This design comes from an exercise in tuning for small area, a short achievable clock period and few clock cycles per item on the open sky130 flow, not from production work.
Only simulation tests tie the RTL to the original design; equivalence was not proved.

==> build 54: inputs <==
==> flow/design.v (excerpt) <==
module rational_arithmetic_unit #(
    parameter int WIDTH = rau_pkg::DEF_WIDTH
) (
    input  logic        i_clk,
    input  logic        i_rst_n,
    input  logic        i_in_valid,
    output logic        o_in_ready,
    input  logic [2:0]  i_in_mode,
    input  logic [31:0] i_in_a_num,
    input  logic [31:0] i_in_a_den,
    input  logic [31:0] i_in_b_num,
    input  logic [30:0] i_in_b_den,
    output logic        o_out_valid,
    input  logic        i_out_ready,
    output logic [31:0] o_out_res_num,
    output logic [30:0] o_out_res_den,
    output logic        o_out_truth,
    output logic [1:0]  o_out_status
);
Settings: LEC_CHECK=0, ABC_AREA=1, CAP_MARGIN=20, CORE_MARGIN=2, CORE_UTILIZATION=40, PLACE_DENSITY=0.6, SETUP_SLACK_MARGIN=5, SLEW_MARGIN=20; clock period 11.0 ns.
run.sh (not shown) runs the stock make flow with config.mk's settings and CLKGATE_MAP_FILE= SYNTH_SCRIPT=/design/flow/synth_recipe.tcl, a recipe that flattens the netlist after the stock synthesis.
==> build 93: changes against build 54 <==
--- a/flow/design.v
+++ b/flow/design.v
@@ -26,41 +26,50 @@
     typedef struct packed {
         logic [31:0] res_num;
         logic [30:0] res_den;
         logic        truth;
         logic [1:0]  status;
     } t_out_word;
 endpackage
 module rau_add #(
-    parameter int W = 64
+    parameter int W = 64,
+    parameter bit FAST = 1'b0    
 ) (
     input  logic [W-1:0] i_a,
     input  logic [W-1:0] i_b,
     input  logic         i_cin,
     output logic [W-1:0] o_sum,
     output logic         o_cout
 );
     logic [W-1:0] p, g, pp, gg;
     always_comb begin
         p = i_a ^ i_b;
         g = i_a & i_b;
         gg = g;
         pp = p;
         gg[0] = g[0] | (p[0] & i_cin);
+        if (FAST) begin
+            for (int d = 1; d < W; d = d * 2)
+                for (int i = W - 1; i >= d; i--) begin
+                    gg[i] = gg[i] | (pp[i] & gg[i - d]);
+                    pp[i] = pp[i] & pp[i - d];
+                end
+        end else begin
         for (int d = 1; d < W; d = d * 2)
             for (int i = 2 * d - 1; i < W; i = i + 2 * d) begin
                 gg[i] = gg[i] | (pp[i] & gg[i - d]);
                 pp[i] = pp[i] & pp[i - d];
             end
-        for (int d = W / 4; d >= 1; d = d / 2)
+        for (int d = 32; d >= 1; d = d / 2)   
             for (int i = 3 * d - 1; i < W; i = i + 2 * d) begin
                 gg[i] = gg[i] | (pp[i] & gg[i - d]);
                 pp[i] = pp[i] & pp[i - d];
             end
+        end
         o_sum[0] = p[0] ^ i_cin;
         for (int i = 1; i < W; i++) o_sum[i] = p[i] ^ gg[i - 1];
         o_cout = gg[W - 1];
     end
 endmodule
 module rational_arithmetic_unit #(
     parameter int WIDTH = rau_pkg::DEF_WIDTH
 ) (
@@ -132,24 +141,40 @@
     logic [63:0] w_mx_next, w_my_next;
     logic        w_skip;
     assign w_ba = booth(r_two ? r_e[31:29] : 3'b000, r_fa, r_a);
     assign w_bb = booth(r_d[31:29], r_fb, r_b);
     assign w_bc = booth(r_e[31:29], r_fc, {r_c[31], r_c});
     assign {w_n1, w_t1} = w_ba;
     assign {w_n2, w_t2} = w_bb;
     assign {w_ny, w_ty} = w_bc;
-    logic [63:0] w_cs_s, w_cs_c, w_x4;
-    assign w_x4 = {r_x[61:0], w_n1 & w_n2, w_n1 ^ w_n2};
-    assign w_cs_s = w_x4 ^ w_t1 ^ w_t2;
-    assign w_cs_c = (w_x4 & w_t1) | (w_x4 & w_t2) | (w_t1 & w_t2);
-    rau_add #(.W(64)) u_mx (.i_a(w_cs_s), .i_b({w_cs_c[62:0], 1'b0}), .i_cin(1'b0),
-                            .o_sum(w_mx_next), .o_cout());
-    rau_add #(.W(64)) u_my (.i_a({r_y[61:0], 2'b00}), .i_b(w_ty), .i_cin(w_ny),
-                            .o_sum(w_my_next), .o_cout());
+    logic [33:0] w_l1, w_l2, w_cs_s, w_cs_c, w_x4lo;
+    logic [35:0] w_xlo;
+    logic [29:0] w_xhi, w_xhi_m1, w_xhi_p1;
+    assign w_x4lo = {r_x[31:0], w_n1 & w_n2, w_n1 ^ w_n2};
+    assign w_l1 = {~w_t1[33], w_t1[32:0]};
+    assign w_l2 = {~w_t2[33], w_t2[32:0]};
+    assign w_cs_s = w_x4lo ^ w_l1 ^ w_l2;
+    assign w_cs_c = (w_x4lo & w_l1) | (w_x4lo & w_l2) | (w_l1 & w_l2);
+    rau_add #(.W(36), .FAST(1'b1)) u_mxlo (.i_a({2'b00, w_cs_s}), .i_b({1'b0, w_cs_c, 1'b0}),
+                                           .i_cin(1'b0), .o_sum(w_xlo), .o_cout());
+    assign w_xhi = r_x[61:32];
+    rau_add #(.W(30)) u_xhm (.i_a(w_xhi), .i_b('1), .i_cin(1'b0), .o_sum(w_xhi_m1), .o_cout());
+    rau_add #(.W(30)) u_xhp (.i_a(w_xhi), .i_b('0), .i_cin(1'b1), .o_sum(w_xhi_p1), .o_cout());
+    assign w_mx_next = {w_xlo[35] ? w_xhi_p1 : w_xlo[34] ? w_xhi : w_xhi_m1, w_xlo[33:0]};
+    logic [34:0] w_ly;
+    logic [35:0] w_ylo;
+    logic [29:0] w_yhi, w_yhi_m1, w_yhi_p1;
+    assign w_ly = {~w_ty[33], w_ty[33:0]};
+    rau_add #(.W(36), .FAST(1'b1)) u_mylo (.i_a({2'b00, r_y[31:0], 2'b00}), .i_b({1'b0, w_ly}),
+                                           .i_cin(w_ny), .o_sum(w_ylo), .o_cout());
+    assign w_yhi = r_y[61:32];
+    rau_add #(.W(30)) u_yhm (.i_a(w_yhi), .i_b('1), .i_cin(1'b0), .o_sum(w_yhi_m1), .o_cout());
+    rau_add #(.W(30)) u_yhp (.i_a(w_yhi), .i_b('0), .i_cin(1'b1), .o_sum(w_yhi_p1), .o_cout());
+    assign w_my_next = {w_ylo[35] ? w_yhi_p1 : w_ylo[34] ? w_yhi : w_yhi_m1, w_ylo[33:0]};
     assign w_skip = !r_seen && (r_cnt[3:1] != 3'd0)
                  && (r_e[31:27] == 5'd0 || r_e[31:27] == 5'h1f)
                  && (r_d[31:27] == 5'd0 || r_d[31:27] == 5'h1f);
     logic        w_zx, w_eq, w_negx;
     logic [64:0] w_dxy, w_dyx;
     logic [63:0] w_yop;
     logic        w_cxy, w_cyx;
     assign w_zx   = (r_x == 64'd0);
==> flow/flow/run.sh (new file) <==
#!/bin/bash
set -euo pipefail
bash standard.sh SETUP_SLACK_MARGIN=6 finish > flow_make.log 2>&1
==> flow/standard.sh (new file) <==
#!/bin/bash
# synth_recipe.tcl (not shown) runs the flow's synth.tcl, then flattens the netlist and writes it again
# the make line also repeats each setting of config.mk as NAME=value (left out here)
make -C /OpenROAD-flow-scripts/flow DESIGN_CONFIG=/design/flow/config.mk WORK_HOME=/design/flow/orfs CLKGATE_MAP_FILE= SYNTH_SCRIPT=/design/flow/synth_recipe.tcl "${@:-finish}"
==> flow/config.mk (replaced) <==
export PLATFORM = sky130hd
export DESIGN_NAME = rational_arithmetic_unit
export DESIGN_NICKNAME = rational_arithmetic_unit
export VERILOG_FILES = /design/flow/design.v
export SDC_FILE = /design/flow/constraint.sdc
export NUM_CORES = 4
export LEC_CHECK = 0
export ABC_AREA = 1
export CAP_MARGIN = 20
export CORE_MARGIN = 2
export CORE_UTILIZATION = 55
export PLACE_DENSITY = 0.75
export SLEW_MARGIN = 20
removed: flow/run.sh
==> build 67: changes against build 54 <==
--- a/flow/design.v
+++ b/flow/design.v
@@ -26,41 +26,50 @@
     typedef struct packed {
         logic [31:0] res_num;
         logic [30:0] res_den;
         logic        truth;
         logic [1:0]  status;
     } t_out_word;
 endpackage
 module rau_add #(
-    parameter int W = 64
+    parameter int W = 64,
+    parameter bit FAST = 1'b0    
 ) (
     input  logic [W-1:0] i_a,
     input  logic [W-1:0] i_b,
     input  logic         i_cin,
     output logic [W-1:0] o_sum,
     output logic         o_cout
 );
     logic [W-1:0] p, g, pp, gg;
     always_comb begin
         p = i_a ^ i_b;
         g = i_a & i_b;
         gg = g;
         pp = p;
         gg[0] = g[0] | (p[0] & i_cin);
+        if (FAST) begin
+            for (int d = 1; d < W; d = d * 2)
+                for (int i = W - 1; i >= d; i--) begin
+                    gg[i] = gg[i] | (pp[i] & gg[i - d]);
+                    pp[i] = pp[i] & pp[i - d];
+                end
+        end else begin
         for (int d = 1; d < W; d = d * 2)
             for (int i = 2 * d - 1; i < W; i = i + 2 * d) begin
                 gg[i] = gg[i] | (pp[i] & gg[i - d]);
                 pp[i] = pp[i] & pp[i - d];
             end
-        for (int d = W / 4; d >= 1; d = d / 2)
+        for (int d = 32; d >= 1; d = d / 2)   
             for (int i = 3 * d - 1; i < W; i = i + 2 * d) begin
                 gg[i] = gg[i] | (pp[i] & gg[i - d]);
                 pp[i] = pp[i] & pp[i - d];
             end
+        end
         o_sum[0] = p[0] ^ i_cin;
         for (int i = 1; i < W; i++) o_sum[i] = p[i] ^ gg[i - 1];
         o_cout = gg[W - 1];
     end
 endmodule
 module rational_arithmetic_unit #(
     parameter int WIDTH = rau_pkg::DEF_WIDTH
 ) (
@@ -132,24 +141,40 @@
     logic [63:0] w_mx_next, w_my_next;
     logic        w_skip;
     assign w_ba = booth(r_two ? r_e[31:29] : 3'b000, r_fa, r_a);
     assign w_bb = booth(r_d[31:29], r_fb, r_b);
     assign w_bc = booth(r_e[31:29], r_fc, {r_c[31], r_c});
     assign {w_n1, w_t1} = w_ba;
     assign {w_n2, w_t2} = w_bb;
     assign {w_ny, w_ty} = w_bc;
-    logic [63:0] w_cs_s, w_cs_c, w_x4;
-    assign w_x4 = {r_x[61:0], w_n1 & w_n2, w_n1 ^ w_n2};
-    assign w_cs_s = w_x4 ^ w_t1 ^ w_t2;
-    assign w_cs_c = (w_x4 & w_t1) | (w_x4 & w_t2) | (w_t1 & w_t2);
-    rau_add #(.W(64)) u_mx (.i_a(w_cs_s), .i_b({w_cs_c[62:0], 1'b0}), .i_cin(1'b0),
-                            .o_sum(w_mx_next), .o_cout());
-    rau_add #(.W(64)) u_my (.i_a({r_y[61:0], 2'b00}), .i_b(w_ty), .i_cin(w_ny),
-                            .o_sum(w_my_next), .o_cout());
+    logic [33:0] w_l1, w_l2, w_cs_s, w_cs_c, w_x4lo;
+    logic [35:0] w_xlo;
+    logic [29:0] w_xhi, w_xhi_m1, w_xhi_p1;
+    assign w_x4lo = {r_x[31:0], w_n1 & w_n2, w_n1 ^ w_n2};
+    assign w_l1 = {~w_t1[33], w_t1[32:0]};
+    assign w_l2 = {~w_t2[33], w_t2[32:0]};
+    assign w_cs_s = w_x4lo ^ w_l1 ^ w_l2;
+    assign w_cs_c = (w_x4lo & w_l1) | (w_x4lo & w_l2) | (w_l1 & w_l2);
+    rau_add #(.W(36), .FAST(1'b1)) u_mxlo (.i_a({2'b00, w_cs_s}), .i_b({1'b0, w_cs_c, 1'b0}),
+                                           .i_cin(1'b0), .o_sum(w_xlo), .o_cout());
+    assign w_xhi = r_x[61:32];
+    rau_add #(.W(30)) u_xhm (.i_a(w_xhi), .i_b('1), .i_cin(1'b0), .o_sum(w_xhi_m1), .o_cout());
+    rau_add #(.W(30)) u_xhp (.i_a(w_xhi), .i_b('0), .i_cin(1'b1), .o_sum(w_xhi_p1), .o_cout());
+    assign w_mx_next = {w_xlo[35] ? w_xhi_p1 : w_xlo[34] ? w_xhi : w_xhi_m1, w_xlo[33:0]};
+    logic [34:0] w_ly;
+    logic [35:0] w_ylo;
+    logic [29:0] w_yhi, w_yhi_m1, w_yhi_p1;
+    assign w_ly = {~w_ty[33], w_ty[33:0]};
+    rau_add #(.W(36), .FAST(1'b1)) u_mylo (.i_a({2'b00, r_y[31:0], 2'b00}), .i_b({1'b0, w_ly}),
+                                           .i_cin(w_ny), .o_sum(w_ylo), .o_cout());
+    assign w_yhi = r_y[61:32];
+    rau_add #(.W(30)) u_yhm (.i_a(w_yhi), .i_b('1), .i_cin(1'b0), .o_sum(w_yhi_m1), .o_cout());
+    rau_add #(.W(30)) u_yhp (.i_a(w_yhi), .i_b('0), .i_cin(1'b1), .o_sum(w_yhi_p1), .o_cout());
+    assign w_my_next = {w_ylo[35] ? w_yhi_p1 : w_ylo[34] ? w_yhi : w_yhi_m1, w_ylo[33:0]};
     assign w_skip = !r_seen && (r_cnt[3:1] != 3'd0)
                  && (r_e[31:27] == 5'd0 || r_e[31:27] == 5'h1f)
                  && (r_d[31:27] == 5'd0 || r_d[31:27] == 5'h1f);
     logic        w_zx, w_eq, w_negx;
     logic [64:0] w_dxy, w_dyx;
     logic [63:0] w_yop;
     logic        w_cxy, w_cyx;
     assign w_zx   = (r_x == 64'd0);
==> flow/config.mk (replaced) <==
export PLATFORM = sky130hd
export DESIGN_NAME = rational_arithmetic_unit
export DESIGN_NICKNAME = rational_arithmetic_unit
export VERILOG_FILES = /design/flow/design.v
export SDC_FILE = /design/flow/constraint.sdc
export NUM_CORES = 4
export LEC_CHECK = 0
export ABC_AREA = 1
export CAP_MARGIN = 20
export CORE_MARGIN = 2
export CORE_UTILIZATION = 55
export PLACE_DENSITY = 0.75
export SETUP_SLACK_MARGIN = 5
export SLEW_MARGIN = 20
==> run notes <==
Build 93 finished clean. Build 67 completed without violations. Build 54 completed with no timing, DRC or antenna violations. Sequential share of layout area: build 67 > build 54 > build 93. The lowest utilization belongs to build 54, the highest to build 93. Between build 67 and build 54, the lower die area is in build 67 (gap 27%, measured against build 54). Via count: build 54 < build 67 < build 93. Final cell count: build 93 > build 54 > build 67. In build 54 the design area is higher than in build 67, by about 2.3%. In build 93 the clock skew is lower than in build 67, by 18 ps.
Testbench counts of build 54, summed over its fixed seeds: cycles 57,410, items 2,400.
Testbench counts of build 93, summed over its fixed seeds: cycles 57,410, items 2,400.
Testbench counts of build 67, summed over its fixed seeds: cycles 57,410, items 2,400.

==> afterwards: timing with drivers on the ports <==
In the flow no input, the clock included, has a driving cell. The finished layouts below were timed again as built, in two steps. Step 1 (the two cells are an assumption about what drives the block):
set clk [get_ports {i_clk}]
set_driving_cell -lib_cell sky130_fd_sc_hd__clkbuf_16 $clk
set_driving_cell -lib_cell sky130_fd_sc_hd__buf_2 [delete_from_list [all_inputs] $clk]
Step 2 times the ports against the registers' clock, not the clock port: input delays grow and output delays shrink by t, the midpoint of the rising clock arrivals with the driver on. Three values: no drivers, after step 1, after step 2; two values: the first two.
run	shift t [ns]	setup slack, ns	worst hold slack (ns)	clock arrival spread, ns	worst slew at a driven data input, ns
build 54	0.730	5.008 / 5.008 / 4.527	0.586 / 0.586 / 0.586	0.033 / 0.033	0.06
build 93	0.680	5.922 / 5.922 / 5.408	0.582 / 0.582 / 0.582	0.023 / 0.023	0.06
build 67	0.695	5.127 / 5.127 / 4.557	0.570 / 0.570 / 0.570	0.041 / 0.041	0.05
After both steps setup and hold are still met in every run listed. For build 67, which loses most, drivers alone change the setup slack by 0.000 ns; drivers and shift together by -0.570 ns.
